This design comes from an exercise in tuning for small area, a short achievable clock period and few clock cycles on the open sky130 flow, not from production work.
At most, simulation tests tie the RTL to the original design; equivalence was not proved.
Power figures rest on the tool's default switching activity, not on a simulated workload.

## juniper
==> flow/design.v (excerpt) <==
module sliding_window_event_assigner_core (
	input  logic                              clk,
	input  logic                              arst_n,
	input  logic                              evt_valid,
	output logic                              evt_ready,
	input  logic [swea_pkg::TIME_W-1:0]       evt_stamp,
	input  logic [swea_pkg::REF_W-1:0]        evt_ref,
	input  logic [swea_pkg::TAG_W-1:0]        evt_tag,
	input  logic                              evt_eom,
	output logic                              res_valid,
	input  logic                              res_ready,
	output logic                              res_kind,
	output logic [swea_pkg::TIME_W-1:0]       res_window_id,
	output logic [swea_pkg::RANK_W-1:0]       res_rank,
	output logic [swea_pkg::REF_W-1:0]        res_ref,
	output logic [swea_pkg::TAG_W-1:0]        res_tag,
	output logic [swea_pkg::TIME_W-1:0]       res_span_low,
	output logic [swea_pkg::TIME_W-1:0]       res_span_high,
	output logic                              res_last,
	input  logic                              psel,
	input  logic                              penable,
	input  logic                              pwrite,
	input  logic [swea_pkg::ADDR_W-1:0]       paddr,
	input  logic [swea_pkg::DATA_W-1:0]       pwdata,
	output logic [swea_pkg::DATA_W-1:0]       prdata,
	output logic                              pready
);
	localparam int TW = swea_pkg::TIME_W;
	localparam logic [2:0] S_IDLE  = 3'd0;  
	localparam logic [2:0] S_STEP  = 3'd1;  
	localparam logic [2:0] S_FIN   = 3'd2;  
	localparam logic [2:0] S_DONE  = 3'd3;  
	localparam logic [2:0] S_CBEG  = 3'd4;  
  ...
For scale: about 490 flip-flops, about 30,000 um2 of cells after synthesis.
Settings: LEC_CHECK=0, CAP_MARGIN=20, CORE_MARGIN=2, CORE_UTILIZATION=40, SLEW_MARGIN=20, TNS_END_PERCENT=30; clock period 10.0 ns.
standard.sh (not shown) runs the stock make flow with config.mk's settings and CLKGATE_MAP_FILE= SYNTH_SCRIPT=/design/flow/synth_recipe.tcl, a recipe that flattens the netlist after the stock synthesis.
==> flow/flow/run.sh <==
#!/bin/bash
set -euo pipefail
cd "$(dirname "$0")/.."
bash standard.sh SETUP_SLACK_MARGIN=6.8 "BUFFER_PORTS_ARGS=-buffer_cell sky130_fd_sc_hd__buf_1" finish > flow_standard.log 2>&1
Testbench counts of juniper, summed over its fixed seeds: cycles 41,102.
diff inputs: juniper => amber
- removing TNS_END_PERCENT (formerly 30)
Findings:
Diff juniper..amber | total I/O pin count | unchanged. Compared with juniper, in amber routed wire length rose 1.9 mm, fmax climbed 10 MHz, net switching share of the total power went up by 0.26 points. juniper → amber: non-clock buffer count went up; area added between synthesis and finish up 0.77 points; global-route usage increased by 0.37 points relative to the old numbers; CTS clock-pin slew for the worst setup and hold paths essentially unchanged. Going from juniper to amber, worst-case headroom to the max-slew limit grows by 4.6 points. amber ends up with a minimum setup slack in the final design that is 110 ps higher than in juniper. amber and juniper ended up with roughly the same fraction of standard cell area in multi-input logic.
Input changes introduced in xenon (baseline for comparison: amber):
==> flow/flow/run.sh <==
#!/bin/bash
set -euo pipefail
cd "$(dirname "$0")/.."
bash standard.sh SETUP_SLACK_MARGIN=7.1 "BUFFER_PORTS_ARGS=-buffer_cell sky130_fd_sc_hd__buf_1" finish > flow_standard.log 2>&1
Notes after the runs:
- Delta (xenon minus amber): number of nets in the synthesized netlist held steady, met2 routing resource usage after global routing grew by 1.6 points.
- A top routing layer in use of met4 is what amber shows, while met5 belongs to xenon.
- In the reports for amber and xenon, the larger area of all placed cells without fillers belongs to xenon.
- xenon vs amber — sequential share of cell area dropped 3.4 points.
- Most common library cell in the layout ignoring fill and taps = buf_1: amber; most common library cell in the layout ignoring fill and taps = buf_4: xenon
- Post-synthesis to final-layout area growth was higher in the run labelled xenon.
- As far as synthesized cell count goes, xenon and amber are indistinguishable; the numbers are identical.
- Worst endpoint data arrival time was higher in the run labelled xenon.
- Proportion of power drawn by combinational gates was higher in xenon than in amber.
Inputs modified between xenon and raven:
- an added TNS_END_PERCENT of 10
==> flow/flow/run.sh <==
#!/bin/bash
set -euo pipefail
cd "$(dirname "$0")/.."
bash standard.sh SETUP_SLACK_MARGIN=6.8 "BUFFER_PORTS_ARGS=-buffer_cell sky130_fd_sc_hd__buf_1" finish > flow_standard.log 2>&1
Results
The final layout from raven, which completed every stage, passed the timing, DRC and antenna checks at the end of the flow. When the final numbers for xenon and raven were put side by side, the power share of the combinational group turned out to be smaller in raven. Comparing count of cells resized by post-cts repair for xenon and raven, the bigger number came from xenon. Summary: power, raven better than xenon. xenon → raven: core utilization shows a reduction of 6.9 points; via count shows a reduction of 1,810; final wirelength shows a reduction of 11%; wire length on met3 shows a reduction of about 23%; fraction of area in clock buffers and inverters shows an increase of 0.49 points.
The inputs of tundra differ from those of raven as listed below.
- a deleted TNS_END_PERCENT that had been 10
==> flow/flow/run.sh <==
#!/bin/bash
set -euo pipefail
cd "$(dirname "$0")/.."
bash standard.sh SETUP_SLACK_MARGIN=6.65 "BUFFER_PORTS_ARGS=-buffer_cell sky130_fd_sc_hd__buf_1" finish > flow_standard.log 2>&1
### Flow results
tundra has completed all stages; timing, DRC and antenna checks passed. Looking at shortest period the worst path allows across both flows, tundra is the stronger of the two, with raven trailing. Met2 capacity usage during global routing (tundra over raven): increase, 0.28 points. [diff] first-pass GRT wire length, tundra relative to raven: improvement. Compared to raven, the routing of tundra uses less wire. Between raven and tundra, the post-synthesis instance area does not differ in any meaningful way. Comparing raven and tundra, the higher net count of the finished layout is on tundra.


Another version of the RTL of sliding_window_event_assigner_core (not shown whole).
Size in the first run: roughly 3000 cells after synthesis, about 490 flip-flops.
// sliding_window_event_assigner_core
module sliding_window_event_assigner_core (
	input  logic                              clk,
	input  logic                              arst_n,
	input  logic                              evt_valid,
	output logic                              evt_ready,
	input  logic [swea_pkg::TIME_W-1:0]       evt_stamp,
	input  logic [swea_pkg::REF_W-1:0]        evt_ref,
	input  logic [swea_pkg::TAG_W-1:0]        evt_tag,
	input  logic                              evt_eom,
	output logic                              res_valid,
	input  logic                              res_ready,
	output logic                              res_kind,
	output logic [swea_pkg::TIME_W-1:0]       res_window_id,
	output logic [swea_pkg::RANK_W-1:0]       res_rank,
	output logic [swea_pkg::REF_W-1:0]        res_ref,
	output logic [swea_pkg::TAG_W-1:0]        res_tag,
	output logic [swea_pkg::TIME_W-1:0]       res_span_low,
	output logic [swea_pkg::TIME_W-1:0]       res_span_high,
	output logic                              res_last,
	input  logic                              psel,
	input  logic                              penable,
	input  logic                              pwrite,
	input  logic [swea_pkg::ADDR_W-1:0]       paddr,
	input  logic [swea_pkg::DATA_W-1:0]       pwdata,
	output logic [swea_pkg::DATA_W-1:0]       prdata,
	output logic                              pready
);
Settings: LEC_CHECK=0, CAP_MARGIN=10, CORE_MARGIN=2, CORE_UTILIZATION=55, SLEW_MARGIN=10; clock period 10.0 ns.
==> flow/flow/run.sh <==
#!/bin/bash
set -euo pipefail
cd "$(dirname "$0")/.."
bash standard.sh SETUP_SLACK_MARGIN=6.5 "BUFFER_PORTS_ARGS=-buffer_cell sky130_fd_sc_hd__buf_1" finish > flow_standard.log 2>&1
The starting point completed with no timing, DRC or antenna violations.
Testbench counts at the start, summed over its fixed seeds: cycles 41,102.
Change:
--- a/flow/config.mk
+++ b/flow/config.mk
@@ -6,6 +6,6 @@
 export NUM_CORES = 4
 export LEC_CHECK = 0
-export CAP_MARGIN = 10
+export CAP_MARGIN = 20
 export CORE_MARGIN = 2
-export CORE_UTILIZATION = 55
-export SLEW_MARGIN = 10
+export CORE_UTILIZATION = 40
+export SLEW_MARGIN = 20
After rerunning: Flip-flop and latch count stays the same. Power decreases by 1.8%. Synthesized cell count is unchanged. Core utilization came out lower by 17 points.


Another version of the RTL of sliding_window_event_assigner_core (not shown whole).
Size: ~3000 cells after synthesis, roughly 490 flip-flops, about 340 I/O pins, roughly 0.030 sq mm of cells after synthesis.
==> flow/config.mk <==
export PLATFORM = sky130hd
export DESIGN_NAME = sliding_window_event_assigner_core
export DESIGN_NICKNAME = sliding_window_event_assigner_core
export VERILOG_FILES = /design/flow/design.v
export SDC_FILE = /design/flow/constraint.sdc
export NUM_CORES = 4
export LEC_CHECK = 0
export CAP_MARGIN = 20
export CORE_MARGIN = 2
export CORE_UTILIZATION = 40
export SLEW_MARGIN = 20
==> flow/constraint.sdc <==
create_clock -name core_clock -period 10.0 [get_ports {clk}]
set_input_delay 2.0000 -clock core_clock [delete_from_list [all_inputs] [get_ports {clk}]]
set_output_delay 2.0000 -clock core_clock [all_outputs]
set_load 0.01 [all_outputs]
Scripts as last shown in full above: flow/flow/run.sh
The starting point produced a clean layout.
Change:
==> flow/flow/run.sh (replaced) <==
#!/bin/bash
set -euo pipefail
cd "$(dirname "$0")/.."
bash standard.sh SETUP_SLACK_MARGIN=6.8 "BUFFER_PORTS_ARGS=-buffer_cell sky130_fd_sc_hd__buf_1" finish > flow_standard.log 2>&1
Critical path depth went down by 14.
Cell area rises by about 7%.
Cell count goes up by about 3.7%.
Synthesized area is unchanged.
Function was not checked in any run of this note: the RTL went through the layout flow alone.

re-timing with driven ports:
The flow's constraints put no driver on any port. The routed layouts listed below were extracted and timed again, unchanged, in two steps. Step 1 assumes that a clkbuf_16 drives the clock port and a buf_2 every other input. Step 2 moves the port delays by t, midway between the first and last clock arrival at a register: inputs arrive t later, outputs are due t later. That takes back most of the time a late clock gives input paths. Slacks: no drivers / after step 1 / after step 2; pairs: no drivers / after step 1.
run | t, ns | setup slack, ns | hold WS [ns] | cell pins on the clock port's net
juniper | 0.701 | 6.629 / 6.560 / 6.092 | 0.443 / 0.443 / 0.443 | 1
amber | 0.703 | 6.742 / 6.673 / 6.159 | 0.450 / 0.450 / 0.450 | 1
xenon | 0.701 | 6.723 / 6.657 / 6.277 | 0.478 / 0.478 / 0.478 | 1
raven | 0.699 | 6.563 / 6.546 / 6.092 | 0.442 / 0.442 / 0.442 | 1
tundra | 0.702 | 6.628 / 6.618 / 6.116 | 0.449 / 0.449 / 0.449 | 1
the first run of note 2 | 0.684 | 6.399 / 6.399 / 5.976 | 0.460 / 0.460 / 0.460 | 1
the second run of note 2 | 0.694 | 6.426 / 6.426 / 6.040 | 0.448 / 0.448 / 0.448 | 1
the first run of note 3 | 0.688 | 6.495 / 6.495 / 6.046 | 0.458 / 0.458 / 0.458 | 1
the second run of note 3 | 0.688 | 6.736 / 6.670 / 6.266 | 0.510 / 0.510 / 0.510 | 1
After both steps every run listed still meets setup and hold. The setup slack of amber, which loses most, moves by -0.069 ns with the drivers and by -0.583 ns with both steps.
